This is an optimization exercise on Yosys and OpenROAD, whose aim is small area, a short achievable clock period and few clock cycles per item, not a production implementation.
The RTL was checked by simulation tests, not by an equivalence proof against the original design.

==> flow/design.v (excerpt) <==
module formation_consensus_velocity
#(
    parameter int NUM_AGENTS = 5
)(
    input  logic        clk,
    input  logic        rst_n,
    input  logic        start,
    output logic        busy,
    input  logic [2:0]  kind,
    input  logic [7:0]  agent_id,
    input  logic signed [31:0] pos_x,
    input  logic signed [31:0] pos_y,
    input  logic [2:0]  row_index,
    input  logic [2:0]  col_index,
    input  logic signed [31:0] table_word,
    output logic        done,
    output logic signed [31:0] velocity_x,
    output logic signed [31:0] velocity_y,
    output logic        id_known,
    output logic        localized,
    output logic        singular,
    input  logic        psel,
    input  logic        penable,
    input  logic        pwrite,
    input  logic [2:0]  paddr,
    input  logic [31:0] pwdata,
    output logic [31:0] prdata,
    output logic        pready
);
Size: about 19,000 cells after synthesis, roughly 3,000 flip-flops, about 260 I/O pins, roughly 190,000 sq um of cells after synthesis.
clock: 12.0 ns
lec_check: 0
abc_area: 1
cap_margin: 20
core_margin: 2
core_utilization: 40
place_density: 0.55
setup_slack_margin: 5
slew_margin: 20
run.sh (not shown) runs the stock make flow with config.mk's settings and CLKGATE_MAP_FILE= SYNTH_SCRIPT=/design/flow/synth_recipe.tcl, a recipe that flattens the netlist after the stock synthesis.
Testbench counts at the start, summed over its fixed seeds: cycles 12,693, items 864.
Edit:
--- a/flow/design.v
+++ b/flow/design.v
@@ -2963,18 +2963,19 @@
     logic [31:0] cx_reg, cy_reg;
     logic [31:0] fg_reg, fqa_reg, fqb_reg, fqc_reg, fqd_reg;
     logic        f_v;
     logic [3:0]  f_asel, f_bsel;
     logic [1:0]  f_th;
     tok_t        f_tok;
     logic [31:0] a_reg, b_reg;
-    logic        m_v, x_v, y_v;
-    tok_t        m_tok, x_tok, y_tok;
+    logic        m_v, x_v, y_v, z_v;
+    tok_t        m_tok, x_tok, y_tok, z_tok;
     logic [63:0] ps_reg, pc_reg;
     logic [63:0] prod_reg;
+    logic [31:0] qv_reg;
     logic [31:0] accin_reg;
     logic [31:0] acc_reg [AC_N];
     logic [63:0] wide_reg;
     logic        done_reg;
     logic [2:0]  oflags_reg;
     logic        dq1_reg, dq2_reg;
     logic [3:0]  li1_reg, li2_reg;
@@ -3301,15 +3302,15 @@
                     it.first = !tr_reg[1];
                     if (tr_reg == 2'd3)
                     begin
                         state_n = S_TW;
                     end
                 end
             end
-            S_TW:    state_n = (lop_reg == 3'd3) ? S_POS : S_TW;
+            S_TW:    state_n = (lop_reg == 3'd4) ? S_POS : S_TW;
             S_POS:   state_n = S_VX;
             default: state_n = S_IDLE;
         endcase
         if (accept && kind == KIND_COMPUTE)
         begin
             busy_n = 1'b1;
             if (sel_loc)
@@ -3326,29 +3327,31 @@
             busy_reg      <= 1'b0;
             miss_reg      <= 3'd5;
             pos_valid_reg <= '0;
             f_v           <= 1'b0;
             m_v           <= 1'b0;
             x_v           <= 1'b0;
             y_v           <= 1'b0;
+            z_v           <= 1'b0;
             done_reg      <= 1'b0;
             dq1_reg       <= 1'b0;
             dq2_reg       <= 1'b0;
             li1_reg       <= '0;
             li2_reg       <= '0;
         end
         else
         begin
             state_reg <= state_n;
             busy_reg  <= busy_n;
             f_v       <= iv;
             m_v       <= f_v;
             x_v       <= m_v;
             y_v       <= x_v;
-            done_reg  <= y_v && y_tok.last;
+            z_v       <= y_v;
+            done_reg  <= z_v && z_tok.last;
             dq1_reg   <= y_v && !y_tok.q && y_tok.dq;
             dq2_reg   <= dq1_reg;
             for (int r = 0; r < 4; r++)
                 li1_reg[r] <= y_v && !y_tok.q && y_tok.init && (y_tok.lane == 2'(r));
             li2_reg   <= li1_reg;
             if (psel && penable && pwrite && !paddr[2])
                 miss_reg <= pwdata[2:0];
@@ -3573,56 +3576,58 @@
         x_tok  <= m_tok;
     end
     logic [63:0] prod;
     logic        c_prod;
     fcv_add #(64) u_prod (.a(ps_reg), .b(pc_reg), .cin(1'b0), .s(prod), .cout(c_prod));
     always_ff @(posedge clk)
     begin
-        prod_reg  <= prod;
-        accin_reg <= x_tok.first ? 32'd0 : acc_rd;
-        y_tok     <= x_tok;
+        prod_reg <= prod;
+        y_tok    <= x_tok;
     end
     logic [63:0] wide_in;
     logic [63:0] wide_sum;
     logic        c_wide;
     assign wide_in = y_tok.load ? 64'd0 : wide_reg;
     fcv_add #(64) u_wide (.a(wide_in), .b(prod_reg ^ {64{y_tok.neg}}), .cin(y_tok.neg), .s(wide_sum), .cout(c_wide));
     always_ff @(posedge clk)
     begin
+        qv_reg    <= qscale(prod_reg);
+        accin_reg <= y_tok.first ? 32'd0 : acc_rd;
+        z_tok     <= y_tok;
         if (y_v && !y_tok.q)
             wide_reg <= wide_sum;
     end
     logic [31:0] acc_rd;
     always_comb
     begin
         acc_rd = '0;
         for (int i = 0; i < AC_N; i++)
-            acc_rd = acc_rd | ({32{x_tok.dst == 4'(i)}} & acc_reg[i]);
+            acc_rd = acc_rd | ({32{y_tok.dst == 4'(i)}} & acc_reg[i]);
     end
     logic [31:0] acc_in;
     logic [31:0] acc_sum;
     assign acc_in = accin_reg;
-    fcv_qadd u_acc (.a(acc_in), .b(qscale(prod_reg)), .y(acc_sum));
+    fcv_qadd u_acc (.a(acc_in), .b(qv_reg), .y(acc_sum));
     always_ff @(posedge clk)
     begin
-        if (y_v)
+        if (z_v)
         begin
-            if (y_tok.clr)
+            if (z_tok.clr)
             begin
                 acc_reg[AC_VX] <= 32'd0;
                 acc_reg[AC_VY] <= 32'd0;
             end
-            else if (y_tok.q)
+            else if (z_tok.q)
             begin
                 for (int i = 0; i < AC_N; i++)
-                    if (y_tok.dst == 4'(i))
+                    if (z_tok.dst == 4'(i))
                         acc_reg[i] <= acc_sum;
             end
-            if (y_tok.last)
-                oflags_reg <= y_tok.flags;
+            if (z_tok.last)
+                oflags_reg <= z_tok.flags;
         end
     end
     assign busy       = busy_reg;
     assign done       = done_reg;
     assign velocity_x = acc_reg[AC_VX];
     assign velocity_y = acc_reg[AC_VY];
     assign id_known   = oflags_reg[2];
After rerunning:
- global-route usage falls by 0.19 points
- cell area came out lower by 0.68%
- non-clock buffer count decreases by 99
- routed wire length shrinks by 0.96%
- die area came out higher by 0.64%
Testbench counts after the change, summed over its fixed seeds: cycles 12,917, items 864.

## afterwards: timing with drivers on the ports
No port has a modelled driver above. Below, the same layouts with a new extraction and two added sets of constraints. Step 1 sets driving cells, clkbuf_16 on the clock port and buf_2 on the other inputs (assumed; they add their load-dependent delay and slew). Step 2, shift: input delay + t, output delay - t, t = (earliest + latest rising clock arrival at the registers) / 2. This alone moves slack from input paths to output paths. Three values: ideal ports, drivers, drivers and shift; two values: the first two.
run | t, ns | setup WS [ns] | worst hold slack (ns) | latest minus earliest clock arrival (ns) | cell pins on the clock port's net
the first run | 1.075 | 5.117 / 5.117 / 4.269 | 0.320 / 0.320 / 0.320 | 0.085 / 0.085 | 1
the second run | 1.111 | 5.272 / 5.287 / 4.272 | 0.316 / 0.316 / 0.316 | 0.083 / 0.083 | 1
After both steps every run listed still meets setup and hold. For the second run, which loses most, drivers alone change the setup slack by +0.015 ns; drivers and shift together by -1.000 ns.
